From an optimization exercise on the open Yosys and OpenROAD flow, aimed at small area and a short achievable clock period; shortcuts taken in it are not production practice.
Only simulation tests tie the RTL to the original design; equivalence was not proved.
No activity file was given, so power comes from the tool's default toggle rates. The flow treats the clock pin as an ideal source, which a real chip does not have.

==> design/flow/design.v <==
package rf_pkg;
    localparam int XLEN_DEF  = 32;
    localparam int NREGS_DEF = 32;
    localparam int AW_DEF    = $clog2(NREGS_DEF);
    localparam int REG_ZERO  = 0;
    localparam int POP_MAX   = 1024;
    typedef logic [AW_DEF-1:0]   reg_addr_t;
    typedef logic [XLEN_DEF-1:0] xword_t;
    function automatic int unsigned popcount(input logic [POP_MAX-1:0] vec,
                                             input int unsigned width);
        int unsigned cnt;
        cnt = 0;
        for (int unsigned i = 0; i < POP_MAX; i++) begin
            if (i < width && vec[i]) begin
                cnt = cnt + 1;
            end
        end
        popcount = cnt;
    endfunction
endpackage
module rf_scoreboard
#(
    parameter int NREGS = rf_pkg::NREGS_DEF,
    parameter int AW    = $clog2(NREGS)
) (
    input  logic             clk,
    input  logic             rst_n,
    input  logic             wr_en,
    input  logic [AW-1:0]    wr_addr,
    input  logic [NREGS-1:0] wr_dec,
    input  logic             iss_en,
    input  logic [AW-1:0]    iss_rd,
    input  logic             flush,
    output logic             iss_stall,
    output logic [NREGS-1:0] busy,
    output logic [AW:0]      busy_cnt
);
    logic             iss_live;
    logic             iss_accept;
    logic             busy_iss;    
    logic             iss_hit;     
    logic             busy_wr;     
    logic             inc, dec;
    logic [NREGS-1:0] iss_dec;
    logic [NREGS-1:0] busy_q;
    logic [NREGS-1:0] busy_d;
    logic [AW-1:0]    cnt, cnt_d;
    assign iss_live = iss_en && (iss_rd != AW'(rf_pkg::REG_ZERO));
    for (genvar i = 0; i < NREGS; i++) begin : g_dec
        assign iss_dec[i] = (iss_rd == AW'(i));
    end
    assign busy    = {busy_q[NREGS-1:1], 1'b0};
    assign iss_hit  = wr_en && (wr_addr == iss_rd);
    assign busy_iss = |(iss_dec & busy);
    assign busy_wr  = |(wr_dec & busy);
    assign iss_stall  = iss_en && busy_iss && !iss_hit && !flush;
    assign iss_accept = iss_live && !iss_stall;
    for (genvar i = 1; i < NREGS; i++) begin : g_busy
        assign busy_d[i] = (iss_accept && iss_dec[i]) ||
                           (busy[i] && !flush && !wr_dec[i]);
    end
    assign busy_d[0] = 1'b0;
    assign inc = iss_accept && !busy_iss;
    assign dec = busy_wr && !(iss_accept && iss_hit);
    always_comb begin
        if (flush)            cnt_d = AW'(iss_accept);
        else if (inc && !dec) cnt_d = cnt + 1'b1;
        else if (dec && !inc) cnt_d = cnt - 1'b1;
        else                  cnt_d = cnt;
    end
    always_ff @(posedge clk or negedge rst_n) begin
        if (!rst_n) begin
            busy_q <= '0;
            cnt    <= '0;
        end else begin
            busy_q <= busy_d;
            cnt    <= cnt_d;
        end
    end
    assign busy_cnt = {1'b0, cnt};
endmodule
module reg_file_sb
#(
    parameter int               XLEN    = rf_pkg::XLEN_DEF,
    parameter int               NREGS   = rf_pkg::NREGS_DEF,
    parameter int               NRD     = 2,
    parameter int               SP_IDX  = 2,
    parameter logic [XLEN-1:0]  SP_INIT = XLEN'('h200),
    parameter bit               BYPASS  = 1'b1,
    localparam int              AW      = $clog2(NREGS)
) (
    input  logic                clk,
    input  logic                rst_n,
    input  logic [NRD*AW-1:0]   rd_addr,
    output logic [NRD*XLEN-1:0] rd_data,
    output logic [NRD-1:0]      rd_busy,
    input  logic                wr_en,
    input  logic [AW-1:0]       wr_addr,
    input  logic [XLEN-1:0]     wr_data,
    input  logic                iss_en,
    input  logic [AW-1:0]       iss_rd,
    output logic                iss_stall,
    input  logic                flush,
    output logic [AW:0]         busy_cnt
);
    logic [XLEN-1:0]  regs [NREGS];    
    logic [NREGS-1:0] wrtn;            
    logic [NREGS-1:0] wr_dec;          
    logic [NREGS-1:0] rd_ok;           
    logic [NREGS-1:0] busy;
    logic             wr_live;
    assign wr_live = wr_en && (wr_addr != AW'(rf_pkg::REG_ZERO));
    assign wrtn[0]   = 1'b0;
    assign wr_dec[0] = 1'b0;
    for (genvar i = 1; i < NREGS; i++) begin : g_reg
        assign wr_dec[i] = wr_en && (wr_addr == AW'(i));
        always_ff @(posedge clk) begin
            if (wr_dec[i]) regs[i] <= wr_data;
        end
        always_ff @(posedge clk or negedge rst_n) begin
            if (!rst_n)         wrtn[i] <= 1'b0;
            else if (wr_dec[i]) wrtn[i] <= 1'b1;
        end
    end
    assign rd_ok = wrtn & ~wr_dec;
    rf_scoreboard #(
        .NREGS (NREGS),
        .AW    (AW)
    ) u_scoreboard (
        .clk       (clk),
        .rst_n     (rst_n),
        .wr_en     (wr_en),
        .wr_addr   (wr_addr),
        .wr_dec    (wr_dec),
        .iss_en    (iss_en),
        .iss_rd    (iss_rd),
        .flush     (flush),
        .iss_stall (iss_stall),
        .busy      (busy),
        .busy_cnt  (busy_cnt)
    );
    localparam int NPAIR = NREGS + 1;
    localparam int NGRP  = (NPAIR + 2) / 3;       
    for (genvar k = 0; k < NRD; k++) begin : g_rd
        logic [AW-1:0]    addr;
        logic [NREGS-1:0] dec;
        logic             fwd;
        logic [NPAIR-1:0] sel;
        assign addr = rd_addr[k*AW +: AW];
        for (genvar i = 0; i < NREGS; i++) begin : g_dec
            assign dec[i] = (addr == AW'(i));
        end
        assign fwd = BYPASS && wr_live && (wr_addr == addr);
        assign sel[0] = fwd;
        assign sel[1 +: NREGS-1] = dec[NREGS-1:1] & rd_ok[NREGS-1:1];
        assign sel[NREGS] = dec[SP_IDX] && !wrtn[SP_IDX] && !wr_dec[SP_IDX];
        for (genvar b = 0; b < XLEN; b++) begin : g_bit
            logic [NPAIR-1:0] src;
            logic [NGRP-1:0]  grp_n;
            assign src[0]     = wr_data[b];
            assign src[NREGS] = SP_INIT[b];
            for (genvar i = 1; i < NREGS; i++) begin : g_src
                assign src[i] = regs[i][b];
            end
            for (genvar g = 0; g < NGRP - 1; g++) begin : g_grp
                rf_aoi222 u_aoi (
                    .a1(sel[3*g]),   .a2(src[3*g]),
                    .b1(sel[3*g+1]), .b2(src[3*g+1]),
                    .c1(sel[3*g+2]), .c2(src[3*g+2]),
                    .y (grp_n[g])
                );
            end
            if (SP_INIT[b]) begin : g_sp
                rf_aoi222 u_aoi_last (
                    .a1(sel[NPAIR-3]), .a2(src[NPAIR-3]),
                    .b1(sel[NPAIR-2]), .b2(src[NPAIR-2]),
                    .c1(sel[NPAIR-1]), .c2(src[NPAIR-1]),
                    .y (grp_n[NGRP-1])
                );
            end else begin : g_nosp
                assign grp_n[NGRP-1] = ~((sel[NPAIR-3] & src[NPAIR-3]) |
                                         (sel[NPAIR-2] & src[NPAIR-2]));
            end
            rf_or_n #(.N(NGRP)) u_or (.a_n(grp_n), .y(rd_data[k*XLEN + b]));
        end
        assign rd_busy[k] = |(dec & busy) && !fwd;
    end
endmodule
module rf_aoi222 (
    input  logic a1, a2, b1, b2, c1, c2,
    output logic y
);
    assign y = ~((a1 & a2) | (b1 & b2) | (c1 & c2));
endmodule
module rf_or_n #(
    parameter int N = 11
) (
    input  logic [N-1:0] a_n,
    output logic         y
);
    assign y = ~&a_n;
endmodule
==> design/flow/flow/run.sh <==
#!/bin/bash
# Standard layout, with the port buffers made from buf_4 cells instead of the
# default delay-buffer cells. Each tool's output goes to its own log under
# orfs/logs (ORFS), and make's output to standard.log.
set -euo pipefail
bash standard.sh "BUFFER_PORTS_ARGS=-buffer_cell sky130_fd_sc_hd__buf_4" finish > standard.log 2>&1
==> design/flow/standard.sh <==
#!/bin/bash
# synth_recipe.tcl (not shown) runs the flow's synth.tcl, then flattens the netlist and writes it again
# the make line also repeats each setting of config.mk as NAME=value (left out here)
make -C /OpenROAD-flow-scripts/flow DESIGN_CONFIG=/design/flow/config.mk WORK_HOME=/design/flow/orfs CLKGATE_MAP_FILE= SYNTH_SCRIPT=/design/flow/synth_recipe.tcl "${@:-finish}"
==> design/flow/config.mk <==
export PLATFORM = sky130hd
export DESIGN_NAME = reg_file_sb
export DESIGN_NICKNAME = reg_file_sb
export VERILOG_FILES = /design/flow/design.v
export SDC_FILE = /design/flow/constraint.sdc
export NUM_CORES = 4
export LEC_CHECK = 0
export CAP_MARGIN = 20
export CORE_MARGIN = 2
export CORE_UTILIZATION = 40
export SLEW_MARGIN = 20
export SYNTH_HIERARCHICAL = 1
==> design/flow/constraint.sdc <==
create_clock -name core_clock -period 26.0 [get_ports {clk}]
set_input_delay 5.2000 -clock core_clock [delete_from_list [all_inputs] [get_ports {clk}]]
set_output_delay 5.2000 -clock core_clock [all_outputs]
set_load 0.01 [all_outputs]
==> metrics.cfg, run 1 <==
[outcome]
status=no timing/DRC/antenna violations

[grt]
gr-total-overflow=0
grt_max_degree=68
grt.total_usage=0.312
grt_pass1_vias=33577
grt_antenna_before_repair=11
grt_pass1_wl_um=245000

[routing]
vias=34328
viasPerCell=7.84
wl_per_cell_um=41.2
first_pass_iters=14
ant_nets=0
wirelength_um=180000
drc=0
drt_first_iter_violations=9245

[power_and_ir_drop]
power_density_nw_per_um2=73.3
power_leakage_nw=16.0
p_total_mw=3.72
ir_worst_vdd_mv=0.0671

[timing]
max_slew_margin=0.279
fin_crit_ns=13.85
setup_tns_ns=0
finalHoldViolCount=0
rsz0062_at_grt=false
finalSetupViolations=0
post-route-period-util=0.533
drv_slew=0
finClkSkew_ns=0.00954
fin_hold_ws_ns=0.467
max_freq_mhz=72.2
tightest_slew_ns=1.08
setup_slack_ns=12.15

[synthesis]
synth_area_um2=43700
syn_avg_cell_area_um2=16.8
syn-instance-count=2598
yosysWarningCount=9

[worst_setup_path]
end_kind=primary output
worstPathArrival_ns=8.65
crit_type=in -> out
cp_cell_sequence=buf_4 > nand2b_1 > o21ai_0 > nor3_2 > buf_4 > a222oi_1 > nand4_1 > or3_1 > buf_4
crit_path_max_fanout=32
cp_top_family=simple AND/OR/NAND/NOR gates
crit_path_frequent_cell=buf_4
critPathLaunchType=primary input
cp.buffers_inverters=3
worstPathRequired_ns=20.80
critPathSlowestCell=nand2b_1
max_stage_delay_ns=0.59

[final_layout]
finalCoreUtilization=0.467
stdcell_area_um2=50700
final-instance-count-excl-fill=4377
syn2layout_area_growth_pct=16.2
drive_gt1_frac=0.179
nets=2934
fillers=9161
multi_input_area_um2=12200
regArea_um2=31500

[clock_network]
ctsResizeCount=0
numClockSinks=1059
cts-root-buf=clkbuf_16
cts_buffer_depth=3
h-tree-depth=3
clk_pin_slew_ns=0.06
cts_setup_buffers=0
cts_made_buffers=106
clk_latency_ns=0.69
hold_buffers=0
cts_tree=built

[die]
die_area_um2=112000
io_pins=130
die_x_um=334
core_um2=109000
rows=121
initial_utilization=0.402
fp.dieH_um=334

[hold_path]
hp-class=reg -> reg

[place]
place_ws_ns=12.35
io_buffers=128
dpl-instance-area_um2=47300
placed_cells=4178
place.gp.congestion=0.911
hpwl_um=91000

[job]
drv_cap=0

[state kept, by name, indices dropped and copies added, names as in the netlist]
name,flops
regs,992
u_scoreboard.busy_q,31
u_scoreboard.cnt,5
wrtn,31
[report_power, final]
group / internal (mW) / switching [mW] / total [mW]
clock network: 0.882 / 0.649 / 1.53
registers: 1.90 / 0.0196 / 1.92
logic: 0.0890 / 0.183 / 0.272
[layout make-up]
class	instances	share of cell area
multi-input cells	1433	0.240
well taps	1414	0.0349
clock buffers	131	0.0553
repair buffers	225	0.0333
inverters	47	0.00348
flip-flops and latches	1059	0.620
diodes	6	0.000296
clock inverters	62	0.0126
[cells in the final DEF (no fill, tap or decap), types with 8 or more instances in the layout]
cell / instances
a21oi_1: 10
inv_1: 39
nor3_2: 59
bufinv_16: 12
nor2b_1: 9
xor2_1: 11
nand2b_1: 12
o32ai_2: 10
dfrtp_1: 67
clkbuf_1: 20
clkinv_1: 26
o21ai_0: 35
nand2_1: 44
a22oi_1: 74
or2_2: 26
nor3_1: 9
clkinv_2: 19
nand3_1: 82
o32ai_1: 21
edfxtp_1: 992
nor2_1: 8
nor2_4: 25
nand3b_1: 15
nand4_1: 131
clkbuf_16: 107
mux2i_1: 13
a222oi_1: 643
buf_4: 225
or3_1: 68
[worst reg2reg max path: stages (launching register included)]
cell and delay [ns]:
dfrtp_1 0.53, a22oi_1 0.23, nand4_1 0.11, nor3_1 0.49, a31oi_2 0.24, nor3_2 0.36, inv_1 0.24, fa_1 0.46
a21o_1 0.20, a21oi_1 0.17, mux2i_1 0.24, mux2_1 0.34
[metal layers]
| layer | vias up | global-route usage | wire length, µm |
|---|---|---|---|
| li1 | 12938 | - | - |
| met1 | 16998 | 0.401 | 60100 |
| met2 | 3621 | 0.450 | 76000 |
| met3 | 767 | 0.111 | 31600 |
| met4 | 4 | 0.189 | 12600 |
| met5 | - | 0 | 131 |
[final timing paths]
| kind | to | from | cells past startpoint | slack, ns |
|---|---|---|---|---|
| max in group asynchronous | wrtn[22]$_DFFE_PN0P_ | rst_n | 1 | 20.75 |
| worst min register to register | wrtn[17]$_DFFE_PN0P_ | wrtn[17]$_DFFE_PN0P_ | 1 | 0.47 |
| min in group asynchronous | wrtn[21]$_DFFE_PN0P_ | rst_n | 1 | 4.64 |
| worst max-delay path | rd_data[62] | wr_addr[4] | 9 | 12.15 |
| worst max register to register | u_scoreboard.cnt[4]$_DFFE_PN0P_ | u_scoreboard.busy_q[25]$_DFF_PN0_ | 11 | 22.28 |
| worst min-delay path | wrtn[17]$_DFFE_PN0P_ | wrtn[17]$_DFFE_PN0P_ | 1 | 0.47 |
==> run 2, diff against run 1 <==
==> design/flow/run.sh (new file) <==
#!/bin/bash
# synth_recipe.tcl (not shown) runs the flow's synth.tcl, then flattens the netlist and writes it again
# the make line also repeats each setting of config.mk as NAME=value (left out here)
make -C /OpenROAD-flow-scripts/flow DESIGN_CONFIG=/design/flow/config.mk WORK_HOME=/design/flow/orfs CLKGATE_MAP_FILE= SYNTH_SCRIPT=/design/flow/synth_recipe.tcl finish
--- a/design/flow/config.mk
+++ b/design/flow/config.mk
@@ -8,5 +8,6 @@
 export CAP_MARGIN = 20
 export CORE_MARGIN = 2
 export CORE_UTILIZATION = 40
+export CTS_BUF_LIST = sky130_fd_sc_hd__clkbuf_4 sky130_fd_sc_hd__clkbuf_8
 export SLEW_MARGIN = 20
 export SYNTH_HIERARCHICAL = 1
removed: design/flow/flow/run.sh
removed: design/flow/standard.sh
==> metrics.cfg, run 2 <==
[outcome]
status=no timing/DRC/antenna violations  ; unchanged

[clock_network]
cts-root-buf=clkbuf_8  ; was clkbuf_16
clk_latency_ns=0.85  ; was 0.69 ns
clk_pin_slew_ns=0.06  ; about the same
cts_tree=built  ; unchanged
cts_made_buffers=169  ; was 106
h-tree-depth=4  ; was 3
hold_buffers=0  ; unchanged
cts_buffer_depth=3  ; unchanged
cts_setup_buffers=0  ; unchanged
numClockSinks=1059  ; unchanged
ctsResizeCount=0  ; unchanged

[grt]
grt.total_usage=0.319  ; was 0.312
grt_pass1_vias=34453  ; was 33,577
grt_antenna_before_repair=13  ; was 11
grt_pass1_wl_um=253000  ; was 245,000 µm
gr-total-overflow=0  ; unchanged
grt_max_degree=68  ; unchanged

[power_and_ir_drop]
ir_worst_vdd_mv=0.0483  ; was 0.0671 mV
p_sw_frac=0.244  ; was 0.229
power_leakage_nw=16.1  ; was 16.0 nW
p_switching_mw=0.879  ; was 0.852 mW
p_int_mw=2.72  ; was 2.87 mW
p_comb_frac=0.080  ; was 0.073
power_density_nw_per_um2=70.6  ; was 73.3 nW/µm²
clkPwrFrac=0.388  ; was 0.412
seq_power_share=0.532  ; was 0.515

[worst_setup_path]
crit_path_frequent_cell=clkdlybuf4s50_1  ; was buf_4
end_kind=primary output  ; unchanged
max_stage_delay_ns=0.96  ; was 0.59 ns
cp.depth=9  ; unchanged
r2r_setup_slack_ns=22.29  ; was 22.28 ns
cp_top_family=simple AND/OR/NAND/NOR gates  ; unchanged
cp_cell_sequence=clkdlybuf4s50_1 > nand2b_1 > o21ai_1 > nor3_4 > buf_4 > a22oi_1 > nand3_1 > or3_1 > clkdlybuf4s50_1  ; was buf_4 > nand2b_1 > o21ai_0 > nor3_2 > buf_4 > a222oi_1 > nand4_1 > or3_1 > buf_4
worst_r2r_path_depth=11  ; unchanged
timing.rr.end=u_scoreboard.cnt[4]$_DFFE_PN0P_  ; unchanged
crit_path_max_fanout=18  ; was 32
cp-startpoint=wr_addr[0]  ; was wr_addr[4]
critPathSlowestCell=nor3_4  ; was nand2b_1
cp.buffers_inverters=3  ; unchanged
crit_type=in -> out  ; unchanged
r2r-start=u_scoreboard.busy_q[13]$_DFF_PN0_  ; was u_scoreboard.busy_q[25]$_DFF_PN0_
worstPathArrival_ns=9.80  ; was 8.65 ns
crit_end=rd_data[31]  ; was rd_data[62]
critPathLaunchType=primary input  ; unchanged
worstPathRequired_ns=20.80  ; about the same

[timing]
setup_tns_ns=0  ; unchanged
finClkSkew_ns=0.0272  ; was 0.00954 ns
tightest_slew_ns=1.15  ; was 1.08 ns
finalHoldViolCount=0  ; unchanged
post-route-period-util=0.577  ; was 0.533
drv_slew=0  ; unchanged
fin_crit_ns=15.00  ; was 13.85 ns
max_freq_mhz=66.7  ; was 72.2 MHz
rsz0062_at_grt=false  ; unchanged
max_slew_margin=0.230  ; was 0.279
finalSetupViolations=0  ; unchanged

[final_layout]
final-instance-count-excl-fill=4512  ; was 4,377
finalCoreUtilization=0.470  ; was 0.467
syn2layout_area_growth_pct=16.9  ; was 16.2%
largest_reg_flops=992  ; unchanged
drive_gt1_frac=0.178  ; was 0.179
top_regs=regs: 992 flops, u_scoreboard.busy_q: 31 flops, wrtn: 31 flops  ; unchanged
nets=3031  ; was 2,934
fillers=9203  ; was 9,161
stdcell_area_um2=51000  ; was 50,700 µm²
most-common-layout-cells=992 x edfxtp_1, 643 x a222oi_1, 173 x clkbuf_8  ; was 992 x edfxtp_1, 643 x a222oi_1, 225 x buf_4
final_common_cell=edfxtp_1  ; unchanged
top_register=regs  ; unchanged

[routing]
drt_first_iter_violations=8553  ; was 9,245
first_pass_iters=13  ; was 14
vias=34648  ; was 34,328
wl_per_cell_um=40.7  ; was 41.2 µm
wirelength_um=184000  ; was 180,000 µm
viasPerCell=7.68  ; was 7.84
ant_nets=0  ; unchanged
drc=0  ; unchanged

[die]
initial_utilization=0.402  ; unchanged
die_area_um2=112000  ; unchanged
die_x_um=334  ; unchanged
core_um2=109000  ; unchanged
fp.dieH_um=334  ; unchanged
io_pins=130  ; unchanged
rows=121  ; unchanged

[place]
dpl-instance-area_um2=47800  ; was 47,300 µm²
io_buffers=128  ; unchanged
placed_cells=4211  ; was 4,178
hpwl_um=98500  ; was 91,000 µm
place.gp.congestion=0.952  ; was 0.911

[synthesis]
synth_area_um2=43700  ; unchanged
yosysWarningCount=9  ; unchanged
syn_avg_cell_area_um2=16.8  ; unchanged
syn-instance-count=2598  ; unchanged

[job]
drv_cap=0  ; unchanged

[hold_path]
hp-class=reg -> reg  ; unchanged

run 2: how the worst min path moves through the flow:
stage                               startpoint              endpoint  cells after the start
after floorplan           wrtn[10]$_DFFE_PN0P_  wrtn[10]$_DFFE_PN0P_                      1
after global placement     wrtn[8]$_DFFE_PN0P_   wrtn[8]$_DFFE_PN0P_                      1
after detailed placement  wrtn[19]$_DFFE_PN0P_  wrtn[19]$_DFFE_PN0P_                      1
after CTS                 wrtn[19]$_DFFE_PN0P_  wrtn[19]$_DFFE_PN0P_                      1
after global routing      wrtn[19]$_DFFE_PN0P_  wrtn[19]$_DFFE_PN0P_                      1
final                     wrtn[19]$_DFFE_PN0P_  wrtn[19]$_DFFE_PN0P_                      1
run 2: routing by layer:
metal  global-route usage  up-vias  share of wire  wire length [µm]
met1                0.413    17068           0.34             62400
met5              0.00304        -        0.00028                52
met3                0.107      743           0.17             30900
li1                     -    13158              -                 -
met2                0.460     3671           0.42             77300
met4                0.204        8          0.070             12900
run 2: area by class of cell:
| type | instances | area [µm²] | share of cell area |
|---|---|---|---|
| clock buffers | 226 | 2780 | 0.0545 |
| flip-flops and latches | 1059 | 31500 | 0.617 |
| repair buffers | 259 | 2220 | 0.0435 |
| diodes | 4 | 10.0 | 0.000196 |
| clock inverters | 70 | 432 | 0.00846 |
| multi-input cells | 1433 | 12200 | 0.239 |
| inverters | 47 | 176 | 0.00346 |
| well taps | 1414 | 1770 | 0.0347 |
run 2: power groups by stage:
stage               Sequential [mW]  Clock (mW)  Combinational, mW
floorplan                      1.94           0              0.119
global placement               1.95           0              0.273
detailed placement             1.95           0              0.279
CTS                            1.92        1.40              0.280
global route                   1.92        1.48              0.296
finish                         1.92        1.40              0.288
run 2: stage by stage:
| step | setup WS (ns) | hold WS, ns | power [mW] |
|---|---|---|---|
| 3_3_place_gp | 11.29 | 0.447 | 2.22 |
| 4_1_cts | 11.20 | 0.460 | 3.60 |
| 5_1_grt | 11.01 | 0.475 | 3.69 |
| 6_report | 11.00 | 0.463 | 3.60 |
| 3_5_place_dp | 11.21 | 0.447 | 2.23 |
| 2_1_floorplan | 12.02 | 0.432 | 2.06 |
==> run 3, diff against run 2 <==
==> design/flow/flow/run.sh (new file) <==
#!/bin/bash
# Standard layout, with the port buffers made from buf_4 cells instead of the
# default delay-buffer cells, and clock-tree synthesis with larger sink
# clusters and no dummy loads. ORFS writes each step's log under orfs/logs;
# make's own output goes to standard.log.
set -euo pipefail
bash standard.sh \
  "BUFFER_PORTS_ARGS=-buffer_cell sky130_fd_sc_hd__buf_4" \
  "CTS_ARGS=-sink_clustering_enable -repair_clock_nets -dont_use_dummy_load -sink_clustering_size 30 -sink_clustering_max_diameter 120" \
  finish > standard.log 2>&1
==> design/flow/standard.sh (new file) <==
#!/bin/bash
# synth_recipe.tcl (not shown) runs the flow's synth.tcl, then flattens the netlist and writes it again
# the make line also repeats each setting of config.mk as NAME=value (left out here)
make -C /OpenROAD-flow-scripts/flow DESIGN_CONFIG=/design/flow/config.mk WORK_HOME=/design/flow/orfs CLKGATE_MAP_FILE= SYNTH_SCRIPT=/design/flow/synth_recipe.tcl "${@:-finish}"
--- a/design/flow/config.mk
+++ b/design/flow/config.mk
@@ -8,6 +8,5 @@
 export CAP_MARGIN = 20
 export CORE_MARGIN = 2
 export CORE_UTILIZATION = 40
-export CTS_BUF_LIST = sky130_fd_sc_hd__clkbuf_4 sky130_fd_sc_hd__clkbuf_8
 export SLEW_MARGIN = 20
 export SYNTH_HIERARCHICAL = 1
removed: design/flow/run.sh
==> metrics.cfg, run 3 <==
[worst_setup_path]
end_kind=primary output  ; unchanged
r2r-start=u_scoreboard.busy_q[25]$_DFF_PN0_  ; was u_scoreboard.busy_q[13]$_DFF_PN0_
crit_type=in -> out  ; unchanged
worstPathRequired_ns=20.80  ; about the same
worstPathArrival_ns=8.65  ; was 9.80 ns
critPathLaunchType=primary input  ; unchanged
crit_path_max_fanout=32  ; was 18
cp-startpoint=wr_en  ; was wr_addr[0]

[clock_network]
cts-root-buf=clkbuf_16  ; was clkbuf_8
numClockSinks=1059  ; unchanged
cts_setup_buffers=0  ; unchanged
h-tree-depth=2  ; was 4
clk_latency_ns=0.64  ; was 0.85 ns
cts_buffer_depth=3  ; unchanged
clk_pin_slew_ns=0.08  ; was 0.06 ns
cts_made_buffers=41  ; was 169
hold_buffers=0  ; unchanged
ctsResizeCount=0  ; unchanged
cts_tree=built  ; unchanged

[timing]
fin_crit_ns=13.85  ; was 15.00 ns
setup_tns_ns=0  ; unchanged
post-route-period-util=0.533  ; was 0.577
finClkSkew_ns=0.0494  ; was 0.0272 ns
tightest_slew_ns=1.06  ; was 1.15 ns
finalHoldViolCount=0  ; unchanged
rsz0062_at_grt=false  ; unchanged
max_slew_margin=0.290  ; was 0.230
finalSetupViolations=0  ; unchanged
max_freq_mhz=72.2  ; was 66.7 MHz
drv_slew=0  ; unchanged

[grt]
grt_pass1_wl_um=242000  ; was 253,000 µm
grt_antenna_before_repair=10  ; was 13
grt_pass1_vias=32984  ; was 34,453
grt.total_usage=0.307  ; was 0.319
grt_max_degree=68  ; unchanged
gr-total-overflow=0  ; unchanged

[hold_path]
hp-start=wrtn[15]$_DFFE_PN0P_  ; was wrtn[19]$_DFFE_PN0P_
hp-class=reg -> reg  ; unchanged

[routing]
drc=0  ; unchanged
vias=33754  ; was 34,648
wl_per_cell_um=42.2  ; was 40.7 µm
drt_first_iter_violations=9173  ; was 8,553
viasPerCell=7.99  ; was 7.68
ant_nets=0  ; unchanged
wirelength_um=178000  ; was 184,000 µm
first_pass_iters=14  ; was 13

[synthesis]
syn-instance-count=2598  ; unchanged
synth_area_um2=43700  ; unchanged
yosysWarningCount=9  ; unchanged
syn_avg_cell_area_um2=16.8  ; unchanged

[final_layout]
top_register=regs  ; unchanged
drive_gt1_frac=0.150  ; was 0.178
nets=2869  ; was 3,031
finalCoreUtilization=0.445  ; was 0.470
fillers=9364  ; was 9,203
final_common_cell=edfxtp_1  ; unchanged
largest_reg_flops=992  ; unchanged
top_regs=regs: 992 flops, u_scoreboard.busy_q: 31 flops, wrtn: 31 flops  ; unchanged
syn2layout_area_growth_pct=10.7  ; was 16.9%
most-common-layout-cells=992 x edfxtp_1, 643 x a222oi_1, 225 x buf_4  ; was 992 x edfxtp_1, 643 x a222oi_1, 173 x clkbuf_8

[power_and_ir_drop]
power_density_nw_per_um2=61.4  ; was 70.6 nW/µm²
power_leakage_nw=14.9  ; was 16.1 nW
ir_worst_vdd_mv=0.0466  ; was 0.0483 mV

[die]
die_x_um=334  ; unchanged
core_um2=109000  ; unchanged
rows=121  ; unchanged
fp.dieH_um=334  ; unchanged
io_pins=130  ; unchanged
die_area_um2=112000  ; unchanged
initial_utilization=0.402  ; unchanged

[job]
drv_cap=0  ; unchanged

[place]
place.gp.congestion=0.911  ; was 0.952
io_buffers=128  ; unchanged
hpwl_um=91000  ; was 98,500 µm

[outcome]
status=no timing/DRC/antenna violations  ; unchanged

## run 3: area by class of cell
class,count,area [µm²],area share
multi-input cells,1433,12200,0.252
diodes,6,15.0,0.000311
repair buffers,225,1690,0.0350
well taps,1414,1770,0.0366
clock buffers,41,1030,0.0212
inverters,47,176,0.00365
flip-flops and latches,1059,31500,0.651
## run 3: metrics by stage
stage	std cells	total power, mW	setup slack (ns)	hold slack (ns)	instance area [µm²]
after floorplan	2600	2.06	12.02	0.432	43700
final	4225	2.97	12.15	0.465	48300
after detailed placement	4178	2.21	12.35	0.451	47300
after global routing	4222	3.04	12.11	0.493	48300
after CTS	4219	2.96	12.35	0.471	48300
after global placement	4178	2.21	12.41	0.456	47300
## run 3: layer usage
layer | vias up | global-route usage | routed length, µm
met4 | 4 | 0.177 | 11900
met2 | 3571 | 0.447 | 75500
li1 | 12709 | - | -
met5 | - | 0 | 24
met1 | 16747 | 0.398 | 59900
met3 | 723 | 0.108 | 31000
## run 3: final timing paths
kind / to / slack [ns] / depth (start not counted)
max: rd_data[35] / 12.15 / 10
min: wrtn[15]$_DFFE_PN0P_ / 0.46 / 1
max reg2reg: u_scoreboard.cnt[4]$_DFFE_PN0P_ / 22.26 / 11
min reg2reg: wrtn[15]$_DFFE_PN0P_ / 0.46 / 1
max in group asynchronous: wrtn[22]$_DFFE_PN0P_ / 20.65 / 1
min in group asynchronous: u_scoreboard.cnt[4]$_DFFE_PN0P_ / 4.70 / 1
## run 3: worst max-delay path: stages
cell and delay [ns]:
buf_4 0.14, nor2b_1 0.29, nand3_1 0.49, o21ai_0 0.52
nor3_2 0.08, buf_4 0.37, a222oi_1 0.46, nand4_1 0.40
or3_1 0.51, buf_4 0.16
## run 3: where the power goes
group / switching [mW] / leakage (nW) / internal [mW]
Combinational: 0.184 / 4.56 / 0.0890
Clock: 0.495 / 0.505 / 0.286
Sequential: 0.0194 / 9.79 / 1.89
Total: 0.698 / 14.9 / 2.27
==> run 4, diff against run 3 <==
--- a/design/flow/design.v
+++ b/design/flow/design.v
@@ -51,13 +51,22 @@
     end
     assign busy    = {busy_q[NREGS-1:1], 1'b0};
     assign iss_hit  = wr_en && (wr_addr == iss_rd);
-    assign busy_iss = |(iss_dec & busy);
-    assign busy_wr  = |(wr_dec & busy);
+    rf_sel_or #(.N(NREGS-1)) u_busy_iss (
+        .sel (iss_dec[NREGS-1:1]), .src (busy[NREGS-1:1]), .y (busy_iss)
+    );
+    rf_sel_or #(.N(NREGS-1)) u_busy_wr (
+        .sel (wr_dec[NREGS-1:1]),  .src (busy[NREGS-1:1]), .y (busy_wr)
+    );
     assign iss_stall  = iss_en && busy_iss && !iss_hit && !flush;
     assign iss_accept = iss_live && !iss_stall;
     for (genvar i = 1; i < NREGS; i++) begin : g_busy
-        assign busy_d[i] = (iss_accept && iss_dec[i]) ||
-                           (busy[i] && !flush && !wr_dec[i]);
+        rf_busy_nxt u_nxt (
+            .acc   (iss_accept),
+            .idec  (iss_dec[i]),
+            .busy  (busy[i]),
+            .keep  (!(flush || wr_dec[i])),
+            .y     (busy_d[i])
+        );
     end
     assign busy_d[0] = 1'b0;
     assign inc = iss_accept && !busy_iss;
@@ -78,6 +87,38 @@
         end
     end
     assign busy_cnt = {1'b0, cnt};
+endmodule
+module rf_busy_nxt (
+    input  logic acc, idec, busy, keep,
+    output logic y
+);
+    assign y = (acc & idec) | (busy & keep);
+endmodule
+module rf_sel_or #(
+    parameter int N = 31
+) (
+    input  logic [N-1:0] sel,
+    input  logic [N-1:0] src,
+    output logic         y
+);
+    localparam int NG = (N + 2) / 3;
+    logic [3*NG-1:0] s, d;
+    logic [NG-1:0]   g_n;
+    assign s = {{(3*NG-N){1'b0}}, sel};
+    assign d = {{(3*NG-N){1'b0}}, src};
+    for (genvar g = 0; g < NG; g++) begin : g_grp
+        if (3*g + 2 < N) begin : g_full
+            rf_aoi222 u_aoi (
+                .a1(s[3*g]),   .a2(d[3*g]),
+                .b1(s[3*g+1]), .b2(d[3*g+1]),
+                .c1(s[3*g+2]), .c2(d[3*g+2]),
+                .y (g_n[g])
+            );
+        end else begin : g_part
+            assign g_n[g] = ~|(s[3*g +: 3] & d[3*g +: 3]);
+        end
+    end
+    rf_or_n #(.N(NG)) u_or (.a_n(g_n), .y(y));
 endmodule
 module reg_file_sb
 #(
==> design/flow/flow/run.sh (replaced) <==
#!/bin/bash
# Standard layout (the standard.sh on the ORFS make targets) with:
#  - port buffers made from buf_4 cells instead of the default delay buffers;
#  - clock-tree synthesis with larger sink clusters and no dummy loads.
# ORFS writes each step's log under orfs/logs; make's output is standard.log.
set -euo pipefail
bash standard.sh \
  "BUFFER_PORTS_ARGS=-buffer_cell sky130_fd_sc_hd__buf_4" \
  "CTS_ARGS=-sink_clustering_enable -repair_clock_nets -dont_use_dummy_load -sink_clustering_size 24 -sink_clustering_max_diameter 100" \
  finish > standard.log 2>&1
==> metrics.cfg, run 4 <==
[outcome]
status=no timing/DRC/antenna violations  ; unchanged

[final_layout]
syn2layout_area_growth_pct=11.6  ; was 10.7%
final_common_cell=edfxtp_1  ; unchanged
top_regs=regs: 992 flops, u_scoreboard.busy_q: 31 flops, wrtn: 31 flops  ; unchanged
largest_reg_flops=992  ; unchanged
nets=2879  ; was 2,869
drive_gt1_frac=0.154  ; was 0.150
final-instance-count-excl-fill=4225  ; unchanged
top_register=regs  ; unchanged
fillers=9288  ; was 9,364
most-common-layout-cells=992 x edfxtp_1, 662 x a222oi_1, 242 x buf_4  ; was 992 x edfxtp_1, 643 x a222oi_1, 225 x buf_4

[worst_setup_path]
worstPathArrival_ns=8.64  ; was 8.65 ns
crit_type=in -> out  ; unchanged
end_kind=primary output  ; unchanged
cp_cell_sequence=buf_4 > nor2b_1 > nand3_1 > o21ai_0 > nor3_2 > buf_4 > a222oi_1 > nand4_1 > or3_1 > buf_4  ; unchanged
worstPathRequired_ns=20.80  ; about the same
crit_path_max_fanout=32  ; unchanged
critPathSlowestCell=nand3_1  ; was o21ai_0
critPathLaunchType=primary input  ; unchanged
max_stage_delay_ns=0.54  ; was 0.52 ns
crit_path_frequent_cell=buf_4  ; unchanged

[synthesis]
synth_area_um2=43300  ; was 43,700 µm²
yosysWarningCount=9  ; unchanged
syn-instance-count=2575  ; was 2,598
syn_avg_cell_area_um2=16.8  ; about the same

[timing]
tightest_slew_ns=1.15  ; was 1.06 ns
rsz0062_at_grt=false  ; unchanged
finalSetupViolations=0  ; unchanged
drv_slew=0  ; unchanged
fin_crit_ns=13.84  ; was 13.85 ns
finClkSkew_ns=0.0446  ; was 0.0494 ns
max_slew_margin=0.233  ; was 0.290
max_freq_mhz=72.3  ; was 72.2 MHz
finalHoldViolCount=0  ; unchanged
setup_tns_ns=0  ; unchanged
post-route-period-util=0.532  ; was 0.533

[power_and_ir_drop]
p_int_mw=2.33  ; was 2.27 mW
p_comb_frac=0.089  ; was 0.092
ir_worst_vdd_mv=0.0455  ; was 0.0466 mV
seq_power_share=0.630  ; was 0.645
power_leakage_nw=15.1  ; was 14.9 nW
power_density_nw_per_um2=62.8  ; was 61.4 nW/µm²
p_sw_frac=0.234  ; was 0.235
p_switching_mw=0.711  ; was 0.698 mW
clkPwrFrac=0.282  ; was 0.263

[grt]
grt_max_degree=68  ; unchanged
grt.total_usage=0.299  ; was 0.307
grt_antenna_before_repair=13  ; was 10
gr-total-overflow=0  ; unchanged
grt_pass1_vias=32417  ; was 32,984
grt_pass1_wl_um=237000  ; was 242,000 µm

[routing]
drt_first_iter_violations=9125  ; was 9,173
viasPerCell=7.91  ; was 7.99
vias=33413  ; was 33,754
wl_per_cell_um=40.9  ; was 42.2 µm
wirelength_um=173000  ; was 178,000 µm
first_pass_iters=13  ; was 14
drc=0  ; unchanged
ant_nets=0  ; unchanged

[die]
die_x_um=333  ; was 334 µm
initial_utilization=0.404  ; was 0.402
io_pins=130  ; unchanged
core_um2=107000  ; was 109,000 µm²
die_area_um2=111000  ; was 112,000 µm²
fp.dieH_um=333  ; was 334 µm
rows=120  ; was 121

[place]
io_buffers=128  ; unchanged
placed_cells=4169  ; was 4,178
place.gp.congestion=0.914  ; was 0.911
hpwl_um=92800  ; was 91,000 µm

[clock_network]
cts-root-buf=clkbuf_16  ; unchanged
cts_buffer_depth=3  ; unchanged
clk_latency_ns=0.64  ; about the same
hold_buffers=0  ; unchanged
h-tree-depth=2  ; unchanged
numClockSinks=1059  ; unchanged
cts_made_buffers=50  ; was 41
cts_tree=built  ; unchanged
clk_pin_slew_ns=0.09  ; was 0.08 ns
ctsResizeCount=0  ; unchanged
cts_setup_buffers=0  ; unchanged

[job]
drv_cap=0  ; unchanged

[hold_path]
hp-class=reg -> reg  ; unchanged

[run 4: layer usage]
layer,track usage,part of all wire,up-vias,wire length (µm)
met3,0.0799,0.16,650,28500
met5,0,0.00031,-,53
met1,0.402,0.35,16512,59800
met2,0.438,0.43,3549,73900
li1,-,-,12692,-
met4,0.169,0.062,10,10800
[run 4: path summary, 6_finish.rpt]
kind / from / end / depth (start not counted) / slack, ns
hold reg to reg: wrtn[19]$_DFFE_PN0P_ / wrtn[19]$_DFFE_PN0P_ / 1 / 0.47
min in group asynchronous: rst_n / u_scoreboard.busy_q[18]$_DFF_PN0_ / 1 / 4.69
max in group asynchronous: rst_n / u_scoreboard.cnt[4]$_DFFE_PN0P_ / 1 / 20.68
hold / removal: wrtn[19]$_DFFE_PN0P_ / wrtn[19]$_DFFE_PN0P_ / 1 / 0.47
setup reg to reg: u_scoreboard.busy_q[1]$_DFF_PN0_ / u_scoreboard.cnt[4]$_DFFE_PN0P_ / 12 / 22.04
setup / recovery: wr_addr[3] / rd_data[11] / 10 / 12.16
[run 4: through the flow]
step / utilization / setup WS (ns) / instance area (µm²) / total power [mW] / hold slack (ns)
final: 0.451 / 12.16 / 48400 / 3.04 / 0.472
after detailed placement: 0.439 / 12.31 / 47100 / 2.21 / 0.448
after CTS: 0.451 / 12.30 / 48300 / 3.03 / 0.469
after global placement: 0.439 / 12.27 / 47100 / 2.20 / 0.445
after global routing: 0.451 / 12.08 / 48400 / 3.11 / 0.490
after floorplan: - / 12.02 / 43300 / 2.06 / 0.432
[run 4: power groups by stage]
| stage | sequential [mW] | clock [mW] | combinational [mW] |
|---|---|---|---|
| after global routing | 1.92 | 0.913 | 0.279 |
| final | 1.91 | 0.856 | 0.269 |
| after global placement | 1.95 | 0 | 0.256 |
| after detailed placement | 1.95 | 0 | 0.261 |
| after CTS | 1.91 | 0.857 | 0.262 |
| after floorplan | 1.95 | 0 | 0.118 |
[run 4: layout make-up]
type                       count  area (µm²)  area share
sequential                  1059       31500       0.651
multi-input combinational   1448       12000       0.248
timing repair buffer         242        1820      0.0376
tap                         1403        1760      0.0363
clock buffer                  50        1250      0.0259
inverter                      17        63.8     0.00132
antenna                        6        15.0    0.000310
[run 4: critical path: cells and delay by family]
family                 cells  cell delay [ns]
and+or+nand+nor            5             1.72
buffers and inverters      3             0.67
AOI/OAI and AO/OA          2             1.01
==> run 5, diff against run 4 <==
--- a/design/flow/design.v
+++ b/design/flow/design.v
@@ -144,26 +144,42 @@
     input  logic                flush,
     output logic [AW:0]         busy_cnt
 );
+    localparam int LOW = 2;
+    localparam int HIW = AW - LOW;
     logic [XLEN-1:0]  regs [NREGS];    
-    logic [NREGS-1:0] wrtn;            
+    logic [NREGS-1:0] nwr;             
     logic [NREGS-1:0] wr_dec;          
     logic [NREGS-1:0] rd_ok;           
     logic [NREGS-1:0] busy;
+    logic [2**LOW-1:0] wlo;            
+    logic [2**HIW-1:0] whi;            
     logic             wr_live;
     assign wr_live = wr_en && (wr_addr != AW'(rf_pkg::REG_ZERO));
-    assign wrtn[0]   = 1'b0;
+    for (genvar j = 0; j < 2**LOW; j++) begin : g_wlo
+        assign wlo[j] = wr_en && (wr_addr[LOW-1:0] == LOW'(j));
+    end
+    for (genvar j = 0; j < 2**HIW; j++) begin : g_whi
+        assign whi[j] = (wr_addr[AW-1:LOW] == HIW'(j));
+    end
+    assign nwr[0]    = 1'b1;
     assign wr_dec[0] = 1'b0;
+    assign rd_ok[0]  = 1'b0;
     for (genvar i = 1; i < NREGS; i++) begin : g_reg
-        assign wr_dec[i] = wr_en && (wr_addr == AW'(i));
+        assign wr_dec[i] = wlo[i % 2**LOW] && whi[i / 2**LOW];
         always_ff @(posedge clk) begin
             if (wr_dec[i]) regs[i] <= wr_data;
         end
         always_ff @(posedge clk or negedge rst_n) begin
-            if (!rst_n)         wrtn[i] <= 1'b0;
-            else if (wr_dec[i]) wrtn[i] <= 1'b1;
-        end
-    end
-    assign rd_ok = wrtn & ~wr_dec;
+            if (!rst_n)         nwr[i] <= 1'b1;
+            else if (wr_dec[i]) nwr[i] <= 1'b0;
+        end
+        rf_a21oi u_ok (
+            .a1 (wlo[i % 2**LOW]),
+            .a2 (whi[i / 2**LOW]),
+            .b1 (nwr[i]),
+            .y  (rd_ok[i])
+        );
+    end
     rf_scoreboard #(
         .NREGS (NREGS),
         .AW    (AW)
@@ -183,18 +199,33 @@
     localparam int NPAIR = NREGS + 1;
     localparam int NGRP  = (NPAIR + 2) / 3;       
     for (genvar k = 0; k < NRD; k++) begin : g_rd
-        logic [AW-1:0]    addr;
-        logic [NREGS-1:0] dec;
-        logic             fwd;
-        logic [NPAIR-1:0] sel;
+        logic [AW-1:0]     addr;
+        logic [2**LOW-1:0] plo;
+        logic [2**HIW-1:0] phi;
+        logic [NREGS-1:0]  dec;
+        logic              fwd;
+        logic [NPAIR-1:0]  sel;
         assign addr = rd_addr[k*AW +: AW];
+        for (genvar j = 0; j < 2**LOW; j++) begin : g_plo
+            assign plo[j] = (addr[LOW-1:0] == LOW'(j));
+        end
+        for (genvar j = 0; j < 2**HIW; j++) begin : g_phi
+            assign phi[j] = (addr[AW-1:LOW] == HIW'(j));
+        end
         for (genvar i = 0; i < NREGS; i++) begin : g_dec
-            assign dec[i] = (addr == AW'(i));
+            assign dec[i] = plo[i % 2**LOW] && phi[i / 2**LOW];
         end
         assign fwd = BYPASS && wr_live && (wr_addr == addr);
         assign sel[0] = fwd;
-        assign sel[1 +: NREGS-1] = dec[NREGS-1:1] & rd_ok[NREGS-1:1];
-        assign sel[NREGS] = dec[SP_IDX] && !wrtn[SP_IDX] && !wr_dec[SP_IDX];
+        for (genvar i = 1; i < NREGS; i++) begin : g_sel
+            rf_and3 u_sel (
+                .a (plo[i % 2**LOW]),
+                .b (phi[i / 2**LOW]),
+                .c (rd_ok[i]),
+                .y (sel[i])
+            );
+        end
+        assign sel[NREGS] = dec[SP_IDX] && nwr[SP_IDX] && !wr_dec[SP_IDX];
         for (genvar b = 0; b < XLEN; b++) begin : g_bit
             logic [NPAIR-1:0] src;
             logic [NGRP-1:0]  grp_n;
@@ -241,3 +272,15 @@
 );
     assign y = ~&a_n;
 endmodule
+module rf_and3 (
+    input  logic a, b, c,
+    output logic y
+);
+    assign y = a & b & c;
+endmodule
+module rf_a21oi (
+    input  logic a1, a2, b1,
+    output logic y
+);
+    assign y = ~((a1 & a2) | b1);
+endmodule
==> design/flow/flow/run.sh (replaced) <==
#!/bin/bash
# Standard layout (the standard.sh on the ORFS make targets) with:
#  - port buffers made from buf_4 cells instead of the default delay buffers;
#  - clock-tree synthesis with larger sink clusters and no dummy loads;
#  - timing repair aiming for extra setup slack on the port-to-port paths.
# ORFS writes each step's log under orfs/logs; make's output is standard.log.
set -euo pipefail
bash standard.sh \
  "BUFFER_PORTS_ARGS=-buffer_cell sky130_fd_sc_hd__buf_4" \
  "CTS_ARGS=-sink_clustering_enable -repair_clock_nets -dont_use_dummy_load -sink_clustering_size 24 -sink_clustering_max_diameter 100" \
  "SETUP_SLACK_MARGIN=12.8" \
  finish > standard.log 2>&1
==> metrics.cfg, run 5 <==
[synthesis]
syn_avg_cell_area_um2=17.0  ; was 16.8 µm²
yosysWarningCount=9  ; unchanged
synth_area_um2=43500  ; was 43,300 µm²
syn-instance-count=2549  ; was 2,575

[worst_setup_path]
max_stage_delay_ns=0.50  ; was 0.54 ns
worstPathRequired_ns=20.80  ; about the same
worstPathArrival_ns=8.11  ; was 8.64 ns
cp.buffers_inverters=3  ; unchanged
critPathLaunchType=primary input  ; unchanged
crit_path_frequent_cell=buf_4  ; unchanged
end_kind=primary output  ; unchanged
cp_top_family=simple AND/OR/NAND/NOR gates  ; unchanged
crit_type=in -> out  ; unchanged
crit_path_max_fanout=11  ; was 32
critPathSlowestCell=or3_1  ; was nand3_1
cp_cell_sequence=buf_4 > or3b_4 > inv_2 > a21oi_2 > and3_2 > a222oi_1 > nand4_1 > or3_1 > buf_4  ; was buf_4 > nor2b_1 > nand3_1 > o21ai_0 > nor3_2 > buf_4 > a222oi_1 > nand4_1 > or3_1 > buf_4

[final_layout]
top_regs=regs: 992 flops, nwr: 31 flops, u_scoreboard.busy_q: 31 flops  ; was regs: 992 flops, u_scoreboard.busy_q: 31 flops, wrtn: 31 flops
regArea_um2=31500  ; about the same
fillers=9112  ; was 9,288
drive_gt1_frac=0.182  ; was 0.154
diodes=0  ; was 6
syn2layout_area_growth_pct=12.6  ; was 11.6%
nets=2864  ; was 2,879
final_common_cell=edfxtp_1  ; unchanged
most-common-layout-cells=992 x edfxtp_1, 662 x a222oi_1, 203 x buf_4  ; was 992 x edfxtp_1, 662 x a222oi_1, 242 x buf_4
top_register=regs  ; unchanged
multi_input_area_um2=12400  ; was 12,000 µm²
largest_reg_flops=992  ; unchanged

[die]
initial_utilization=0.405  ; was 0.404
die_x_um=334  ; was 333 µm
core_um2=107000  ; about the same
io_pins=130  ; unchanged
fp.dieH_um=334  ; was 333 µm
die_area_um2=111000  ; about the same
rows=120  ; unchanged

[timing]
setup_slack_ns=12.69  ; was 12.16 ns
finalHoldViolCount=0  ; unchanged
setup_tns_ns=0  ; unchanged
tightest_slew_ns=1.13  ; was 1.15 ns
finClkSkew_ns=0.0383  ; was 0.0446 ns
max_slew_margin=0.247  ; was 0.233
rsz0062_at_grt=true  ; was false
post-route-period-util=0.512  ; was 0.532
drv_slew=0  ; unchanged
finalSetupViolations=0  ; unchanged
max_freq_mhz=75.2  ; was 72.3 MHz
fin_crit_ns=13.31  ; was 13.84 ns

[place]
hpwl_um=94000  ; was 92,800 µm
io_buffers=128  ; unchanged
place_ws_ns=11.53  ; was 12.31 ns
place.gp.congestion=0.908  ; was 0.914

[power_and_ir_drop]
power_density_nw_per_um2=61.8  ; was 62.8 nW/µm²
power_leakage_nw=15.2  ; was 15.1 nW
ir_worst_vdd_mv=0.0542  ; was 0.0455 mV

[routing]
drc=0  ; unchanged
first_pass_iters=14  ; was 13
ant_nets=0  ; unchanged
wl_per_cell_um=42.0  ; was 40.9 µm
wirelength_um=177000  ; was 173,000 µm
vias=33298  ; was 33,413
drt_first_iter_violations=8770  ; was 9,125
viasPerCell=7.92  ; was 7.91

[grt]
gr-total-overflow=0  ; unchanged
grt.total_usage=0.304  ; was 0.299
grt_pass1_vias=32042  ; was 32,417
grt_antenna_before_repair=3  ; was 13
grt_pass1_wl_um=242000  ; was 237,000 µm
grt_max_degree=68  ; unchanged

[clock_network]
numClockSinks=1059  ; unchanged
h-tree-depth=2  ; unchanged
hold_buffers=0  ; unchanged
cts-root-buf=clkbuf_16  ; unchanged
clk_latency_ns=0.61  ; was 0.64 ns
cts_tree=built  ; unchanged
clk_pin_slew_ns=0.10  ; was 0.09 ns
cts_made_buffers=50  ; unchanged
cts_buffer_depth=3  ; unchanged

[outcome]
status=no timing/DRC/antenna violations  ; unchanged

[hold_path]
hp-class=reg -> reg  ; unchanged

[job]
drv_cap=0  ; unchanged

[run 5: path summary, 6_finish.rpt]
kind	from	end	slack [ns]	depth (start not counted)
max	wr_addr[3]	rd_data[15]	12.69	9
min	nwr[10]$_DFFE_PN1P_	nwr[10]$_DFFE_PN1P_	0.50	1
max reg2reg	u_scoreboard.busy_q[6]$_DFF_PN0_	u_scoreboard.cnt[4]$_DFFE_PN0P_	22.13	12
min reg2reg	nwr[10]$_DFFE_PN1P_	nwr[10]$_DFFE_PN1P_	0.50	1
max in group asynchronous	rst_n	u_scoreboard.busy_q[24]$_DFF_PN0_	20.65	1
min in group asynchronous	rst_n	u_scoreboard.cnt[2]$_DFFE_PN0P_	4.68	1
[run 5: worst register-to-register path, cell delays in order (launching register included)]
cell      delay (ns)
dfrtp_1         0.48
a222oi_1        0.48
nand4_1         0.26
or3_1           0.57
a211oi_4        0.27
inv_1           0.15
fa_1            0.43
a21o_1          0.17
a21oi_1         0.26
nand3_1         0.11
o21ai_0         0.18
a21oi_1         0.07
mux2_1          0.31
[run 5: area by class of cell]
type	count	area share
timing repair buffer	228	0.0381
sequential	1059	0.644
inverter	25	0.00230
clock buffer	50	0.0256
multi-input combinational	1439	0.254
tap	1403	0.0359
[run 5: through the flow]
stage	power [mW]	std cells	util	hold slack, ns	area (µm²)
after floorplan	2.03	2551	-	0.465	43500
after global placement	2.17	4100	0.435	0.480	46700
after detailed placement	2.18	4100	0.435	0.480	46700
after CTS	3.01	4178	0.452	0.496	48500
after global routing	3.09	4204	0.456	0.507	48900
final	3.03	4204	0.456	0.499	48900
[run 5: report_power, final]
part / total (mW) / internal [mW] / switching, mW
clock network: 0.856 / 0.343 / 0.513
registers: 1.90 / 1.88 / 0.0124
logic: 0.273 / 0.0885 / 0.185
[run 5: metal layers]
| metal | wire, µm | global-route usage |
|---|---|---|
| met3 | 28600 | 0.0896 |
| met1 | 59100 | 0.393 |
| met2 | 76800 | 0.460 |
| met5 | 91 | 0 |
| met4 | 12100 | 0.170 |
[run 5: what timing repair did]
item                       4_1_cts  5_1_grt
gates resized for setup         91       43
pin swaps                       49       81
setup endpoints to repair       64       59
setup buffers                   16       21
gates cloned                    12        5
==> run 6, diff against run 5 <==
--- a/design/flow/config.mk
+++ b/design/flow/config.mk
@@ -7,6 +7,6 @@
 export LEC_CHECK = 0
 export CAP_MARGIN = 20
 export CORE_MARGIN = 2
-export CORE_UTILIZATION = 40
+export CORE_UTILIZATION = 55
 export SLEW_MARGIN = 20
 export SYNTH_HIERARCHICAL = 1
==> metrics.cfg, run 6 <==
[outcome]
status=no timing/DRC/antenna violations  ; unchanged

[final_layout]
syn2layout_area_growth_pct=11.5  ; was 12.6%
final_common_cell=edfxtp_1  ; unchanged
largest_reg_flops=992  ; unchanged
fillers=5888  ; was 9,112
regArea_um2=31500  ; unchanged
stdcell_area_um2=48500  ; was 48,900 µm²
drive_gt1_frac=0.176  ; was 0.182
multi_input_area_um2=12200  ; was 12,400 µm²
top_regs=regs: 992 flops, nwr: 31 flops, u_scoreboard.busy_q: 31 flops  ; unchanged
most-common-layout-cells=992 x edfxtp_1, 662 x a222oi_1, 203 x buf_4  ; unchanged
nets=2864  ; unchanged
top_register=regs  ; unchanged

[clock_network]
cts_made_buffers=50  ; unchanged
cts_tree=built  ; unchanged
cts-root-buf=clkbuf_16  ; unchanged
cts_buffer_depth=3  ; unchanged
numClockSinks=1059  ; unchanged
clk_latency_ns=0.63  ; was 0.61 ns
hold_buffers=0  ; unchanged
clk_pin_slew_ns=0.10  ; about the same
h-tree-depth=2  ; unchanged

[power_and_ir_drop]
ir_worst_vdd_mv=0.0659  ; was 0.0542 mV
power_leakage_nw=15.3  ; was 15.2 nW
p_total_mw=3.00  ; was 3.03 mW
power_density_nw_per_um2=61.9  ; was 61.8 nW/µm²

[hold_path]
hp-class=reg -> reg  ; unchanged

[worst_setup_path]
end_kind=primary output  ; unchanged
crit_type=in -> out  ; unchanged
critPathLaunchType=primary input  ; unchanged
worstPathRequired_ns=20.80  ; about the same
worstPathArrival_ns=8.06  ; was 8.11 ns
crit_path_max_fanout=18  ; was 11

[routing]
wl_per_cell_um=46.6  ; was 42.0 µm
drt_first_iter_violations=8947  ; was 8,770
vias=33615  ; was 33,298
drc=0  ; unchanged
viasPerCell=8.71  ; was 7.92
first_pass_iters=15  ; was 14
ant_nets=0  ; unchanged
wirelength_um=180000  ; was 177,000 µm

[synthesis]
syn_avg_cell_area_um2=17.0  ; unchanged
syn-instance-count=2549  ; unchanged
synth_area_um2=43500  ; unchanged
yosysWarningCount=9  ; unchanged

[grt]
grtUsageMet3=0.133  ; was 0.0896
met1_usage=0.545  ; was 0.393
grt_pass1_wl_um=242000  ; about the same
grt_pass1_vias=32222  ; was 32,042
grt.total_usage=0.426  ; was 0.304
grt_antenna_before_repair=8  ; was 3
grtUsageMet2=0.641  ; was 0.460
gr-total-overflow=0  ; unchanged
grt_busiest_layer=met2  ; unchanged
grt_max_degree=68  ; unchanged

[die]
fp.dieH_um=285  ; was 334 µm
die_x_um=285  ; was 334 µm
core_um2=78600  ; was 107,000 µm²
io_pins=130  ; unchanged
rows=103  ; was 120
die_area_um2=81300  ; was 111,000 µm²
initial_utilization=0.553  ; was 0.405

[place]
hpwl_um=93800  ; was 94,000 µm
io_buffers=128  ; unchanged
dpl-instance-area_um2=46400  ; was 46,700 µm²
place.gp.congestion=0.903  ; was 0.908

[job]
drv_cap=0  ; unchanged

[timing]
finalHoldViolCount=0  ; unchanged
max_slew_margin=0.300  ; was 0.247
finalSetupViolations=0  ; unchanged
fin_crit_ns=13.26  ; was 13.31 ns
finClkSkew_ns=0.0154  ; was 0.0383 ns
setup_tns_ns=0  ; unchanged
drv_slew=0  ; unchanged
post-route-period-util=0.510  ; was 0.512
rsz0062_at_grt=true  ; unchanged
max_freq_mhz=75.4  ; was 75.2 MHz
tightest_slew_ns=1.05  ; was 1.13 ns

==> run 6: critical path, stage by stage <==
cell and delay [ns]:
buf_4 0.28, nor2b_2 0.75, and3_4 0.61, buf_4 0.42, a222oi_1 0.16, nand4_1 0.12
or3_1 0.24, buf_4 0.17
==> run 6: final cells by class <==
cell class                      instances  area share
Antenna cell                            9    0.000465
Clock buffer                           50      0.0258
Inverter                               25     0.00237
Multi-Input combinational cell       1428       0.253
Sequential cell                      1059       0.650
Tap cell                             1050      0.0271
Timing Repair Buffer                  239      0.0416
==> run 6: routing by layer <==
| layer | share of wire | wire (µm) |
|---|---|---|
| met1 | 0.32 | 58200 |
| met2 | 0.44 | 78900 |
| met3 | 0.17 | 29900 |
| met4 | 0.071 | 12800 |
| met5 | 0 | 0 |
==> run 6: power by group <==
part           internal (mW)  total, mW  switching (mW)
Sequential              1.88       1.90          0.0122
Clock                  0.344      0.857           0.513
Combinational         0.0829      0.249           0.166
Total                   2.31       3.00           0.691
==> run 6: timing repair <==
item	4_1_cts	5_1_grt
pin swaps	10	41
gates cloned	2	4
buffers inserted	11	26
endpoints found under the setup margin	64	60
resized for setup	80	48
==> run 6: worst paths after layout <==
path	from	end	slack, ns	cells past startpoint
min reg2reg	nwr[11]$_DFFE_PN1P_	nwr[11]$_DFFE_PN1P_	0.50	1
min	nwr[11]$_DFFE_PN1P_	nwr[11]$_DFFE_PN1P_	0.50	1
max in group asynchronous	rst_n	u_scoreboard.busy_q[15]$_DFF_PN0_	20.69	1
max reg2reg	u_scoreboard.busy_q[13]$_DFF_PN0_	u_scoreboard.cnt[4]$_DFFE_PN0P_	22.21	12
min in group asynchronous	rst_n	u_scoreboard.busy_q[16]$_DFF_PN0_	4.68	1
max	rd_addr[1]	rd_data[22]	12.74	8
==> run 6: metrics by stage <==
step	hold WS [ns]	setup slack [ns]	cells	utilization
5_1_grt	0.501	12.76	3856	0.616
4_1_cts	0.497	12.77	3821	0.611
3_5_place_dp	0.481	12.16	3758	0.590
6_report	0.496	12.74	3860	0.617
2_1_floorplan	0.465	12.99	2551	-
3_3_place_gp	0.479	12.16	3758	0.590
==> run 7, diff against run 6 <==
--- a/design/flow/design.v
+++ b/design/flow/design.v
@@ -270,7 +270,29 @@
     input  logic [N-1:0] a_n,
     output logic         y
 );
-    assign y = ~&a_n;
+    localparam int NG = (N + 3) / 4;
+    logic [NG-1:0] g_n;
+    for (genvar g = 0; g < NG; g++) begin : g_grp
+        localparam int W = (N - 4*g < 4) ? N - 4*g : 4;
+        rf_and_n #(.N(W)) u_and (.a(a_n[4*g +: W]), .y(g_n[g]));
+    end
+    rf_nand_n #(.N(NG)) u_nand (.a(g_n), .y(y));
+endmodule
+module rf_and_n #(
+    parameter int N = 4
+) (
+    input  logic [N-1:0] a,
+    output logic         y
+);
+    assign y = &a;
+endmodule
+module rf_nand_n #(
+    parameter int N = 3
+) (
+    input  logic [N-1:0] a,
+    output logic         y
+);
+    assign y = ~&a;
 endmodule
 module rf_and3 (
     input  logic a, b, c,
--- a/design/flow/flow/run.sh
+++ b/design/flow/flow/run.sh
@@ -8,5 +8,5 @@
 bash standard.sh \
   "BUFFER_PORTS_ARGS=-buffer_cell sky130_fd_sc_hd__buf_4" \
   "CTS_ARGS=-sink_clustering_enable -repair_clock_nets -dont_use_dummy_load -sink_clustering_size 24 -sink_clustering_max_diameter 100" \
-  "SETUP_SLACK_MARGIN=12.8" \
+  "SETUP_SLACK_MARGIN=13.0" \
   finish > standard.log 2>&1
--- a/design/flow/config.mk
+++ b/design/flow/config.mk
@@ -7,6 +7,6 @@
 export LEC_CHECK = 0
 export CAP_MARGIN = 20
 export CORE_MARGIN = 2
-export CORE_UTILIZATION = 55
+export CORE_UTILIZATION = 40
 export SLEW_MARGIN = 20
 export SYNTH_HIERARCHICAL = 1
==> metrics.cfg, run 7 <==
[synthesis]
syn_avg_cell_area_um2=17.2  ; was 17.0 µm²
synth_area_um2=43800  ; was 43,500 µm²
syn-instance-count=2549  ; unchanged
yosysWarningCount=9  ; unchanged

[clock_network]
clk_pin_slew_ns=0.11  ; was 0.10 ns
cts_buffer_depth=3  ; unchanged
clk_latency_ns=0.66  ; was 0.63 ns
cts-root-buf=clkbuf_16  ; unchanged
cts_made_buffers=50  ; unchanged
cts_tree=built  ; unchanged
numClockSinks=1059  ; unchanged
h-tree-depth=2  ; unchanged

[timing]
drv_slew=0  ; unchanged
setup_tns_ns=0  ; unchanged
tightest_slew_ns=0.984  ; was 1.05 ns
max_slew_margin=0.344  ; was 0.300
rsz0062_at_grt=true  ; unchanged
post-route-period-util=0.502  ; was 0.510
max_freq_mhz=76.7  ; was 75.4 MHz
finalHoldViolCount=0  ; unchanged
fin_crit_ns=13.04  ; was 13.26 ns
finClkSkew_ns=0.0270  ; was 0.0154 ns
finalSetupViolations=0  ; unchanged

[job]
drv_cap=0  ; unchanged

[worst_setup_path]
worstPathArrival_ns=7.84  ; was 8.06 ns
cp.depth=7  ; was 8
cp.buffers_inverters=2  ; was 3
r2r_setup_slack_ns=22.47  ; was 22.21 ns
timing.rr.end=u_scoreboard.cnt[4]$_DFFE_PN0P_  ; unchanged
crit_type=in -> out  ; unchanged
worst_r2r_path_depth=12  ; unchanged
end_kind=primary output  ; unchanged
critPathLaunchType=primary input  ; unchanged
r2r-start=u_scoreboard.busy_q[19]$_DFF_PN0_  ; was u_scoreboard.busy_q[13]$_DFF_PN0_
critPathSlowestCell=and3_4  ; was nor2b_2
crit_end=rd_data[1]  ; was rd_data[22]
worstPathRequired_ns=20.80  ; about the same
max_stage_delay_ns=0.79  ; was 0.75 ns
cp-startpoint=rd_addr[4]  ; was rd_addr[1]
cp_cell_sequence=buf_4 > nor3b_2 > and3_4 > a222oi_1 > and4_1 > nand3_1 > buf_4  ; was buf_4 > nor2b_2 > and3_4 > buf_4 > a222oi_1 > nand4_1 > or3_1 > buf_4
cp_top_family=simple AND/OR/NAND/NOR gates  ; unchanged
crit_path_max_fanout=32  ; was 18
crit_path_frequent_cell=buf_4  ; unchanged

[routing]
drt_first_iter_violations=9638  ; was 8,947
vias=33959  ; was 33,615
viasPerCell=8.05  ; was 8.71
drc=0  ; unchanged
first_pass_iters=14  ; was 15
ant_nets=0  ; unchanged
wirelength_um=186000  ; was 180,000 µm
wl_per_cell_um=44.2  ; was 46.6 µm

[power_and_ir_drop]
ir_worst_vdd_mv=0.0490  ; was 0.0659 mV
power_density_nw_per_um2=60.9  ; was 61.9 nW/µm²
power_leakage_nw=14.6  ; was 15.3 nW

[place]
io_buffers=128  ; unchanged
hpwl_um=93800  ; about the same
place.gp.congestion=0.883  ; was 0.903

[die]
die_area_um2=112000  ; was 81,300 µm²
initial_utilization=0.403  ; was 0.553
core_um2=109000  ; was 78,600 µm²
die_x_um=335  ; was 285 µm
io_pins=130  ; unchanged
fp.dieH_um=335  ; was 285 µm
rows=121  ; was 103

[grt]
gr-total-overflow=0  ; unchanged
grt_max_degree=68  ; unchanged
grt.total_usage=0.303  ; was 0.426
grt_pass1_vias=32778  ; was 32,222
grt_antenna_before_repair=9  ; was 8
grt_pass1_wl_um=241000  ; was 242,000 µm

[final_layout]
largest_reg_flops=992  ; unchanged
syn2layout_area_growth_pct=13.0  ; was 11.5%
finalCoreUtilization=0.455  ; was 0.617
nets=2862  ; was 2,864
top_register=regs  ; unchanged
drive_gt1_frac=0.180  ; was 0.176
most-common-layout-cells=992 x edfxtp_1, 662 x a222oi_1, 183 x buf_4  ; was 992 x edfxtp_1, 662 x a222oi_1, 203 x buf_4
top_regs=regs: 992 flops, nwr: 31 flops, u_scoreboard.busy_q: 31 flops  ; unchanged
final_common_cell=edfxtp_1  ; unchanged

[hold_path]
hp-class=reg -> reg  ; unchanged

[outcome]
status=no timing/DRC/antenna violations  ; unchanged

==> run 7: cell count changes in the layout (fill, tap and decap cells not counted), sizes merged <==
cell and delta:
and3 +76, or3 -66, diode -3, buf -12
nand4 -132, and4 +132
==> run 7: routing by layer <==
layer,routed length (µm),track usage,vias to the layer above
met3,31500,0.0891,813
li1,-,-,12657
met4,14400,0.184,4
met2,79800,0.454,3615
met1,60600,0.387,16870
met5,35,0.00478,-
==> run 7: repair_timing <==
action	4_1_cts	5_1_grt
hold buffers	0	0
endpoints found under the setup margin	64	64
gates resized for setup	74	67
setup buffers	14	22
cloned	0	16
pin swaps	6	14
==> run 7: layout make-up <==
cell class,count,area (µm²)
Fill cell,9277,59200
Sequential cell,1059,31500
Multi-Input combinational cell,1438,12800
Timing Repair Buffer,227,2030
Tap cell,1414,1770
Clock buffer,50,1250
Inverter,25,115
Antenna cell,6,15.0
==> run 7: worst reg2reg max path: stages (launching register included) <==
cell	delay (ns)
dfrtp_1	0.47
a222oi_1	0.39
and4_1	0.27
nand3_1	0.28
a211oi_4	0.35
inv_1	0.15
fa_1	0.42
a21o_1	0.18
a21oi_1	0.25
nand3_1	0.11
o21ai_0	0.18
a21oi_1	0.07
mux2_1	0.32
==> run 7: worst min-delay path by stage <==
stage	start	end	slack, ns	depth (start not counted)
after floorplan	nwr[2]$_DFFE_PN1P_	nwr[2]$_DFFE_PN1P_	0.47	2
after global placement	nwr[17]$_DFFE_PN1P_	nwr[17]$_DFFE_PN1P_	0.48	1
after detailed placement	nwr[3]$_DFFE_PN1P_	nwr[3]$_DFFE_PN1P_	0.48	1
after CTS	nwr[3]$_DFFE_PN1P_	nwr[3]$_DFFE_PN1P_	0.50	1
after global routing	nwr[25]$_DFFE_PN1P_	nwr[25]$_DFFE_PN1P_	0.50	1
final	nwr[28]$_DFFE_PN1P_	nwr[28]$_DFFE_PN1P_	0.50	1
==> run 7: through the flow <==
step | std cells | instance area [µm²] | hold WS [ns] | setup WS, ns | power (mW)
after floorplan | 2551 | 43800 | 0.465 | 13.35 | 2.03
after global placement | 4111 | 47100 | 0.480 | 11.95 | 2.16
after detailed placement | 4111 | 47100 | 0.480 | 11.89 | 2.17
after CTS | 4175 | 48700 | 0.496 | 12.90 | 2.99
after global routing | 4216 | 49500 | 0.504 | 12.96 | 3.07
final | 4219 | 49500 | 0.497 | 12.96 | 3.01
==> run 7: power by group <==
part / internal, mW / switching [mW]
combinational: 0.0839 / 0.172
sequential: 1.88 / 0.0125
clock: 0.344 / 0.517

[static timing again, ports no longer ideal]
The flow's constraints put no driver on any port. The routed layouts listed below were extracted and timed again, unchanged, in two steps.
Step 1 sets driving cells, clkbuf_16 on the clock port and buf_2 on the other inputs (assumed; they add their load-dependent delay and slew).
Step 2 adds t to the input delays and takes it off the output delays; t is the mean of the earliest and latest rising clock arrival at the registers after step 1. Input paths then give back, and output paths get back, about the clock's delay inside the block.
Three values: ideal ports, drivers, drivers and shift; two values: the first two.
run	t, ns	setup slack, ns	slew at the worst register clock pin (ns)	cell pins on the clock port's net
run 1	0.758	12.150 / 12.124 / 12.124	0.07 / 0.07	1
run 2	0.916	11.003 / 10.976 / 10.976	0.07 / 0.07	1
run 3	0.683	12.153 / 12.123 / 12.123	0.12 / 0.12	1
run 4	0.707	12.164 / 12.138 / 12.138	0.10 / 0.10	1
run 5	0.702	12.693 / 12.665 / 12.665	0.10 / 0.10	1
run 6	0.701	12.737 / 12.674 / 12.674	0.10 / 0.10	1
run 7	0.726	12.961 / 12.934 / 12.934	0.11 / 0.11	1
After both steps setup and hold are still met in every run listed. For run 6, which loses most, drivers alone change the setup slack by -0.063 ns; drivers and shift together by -0.063 ns.
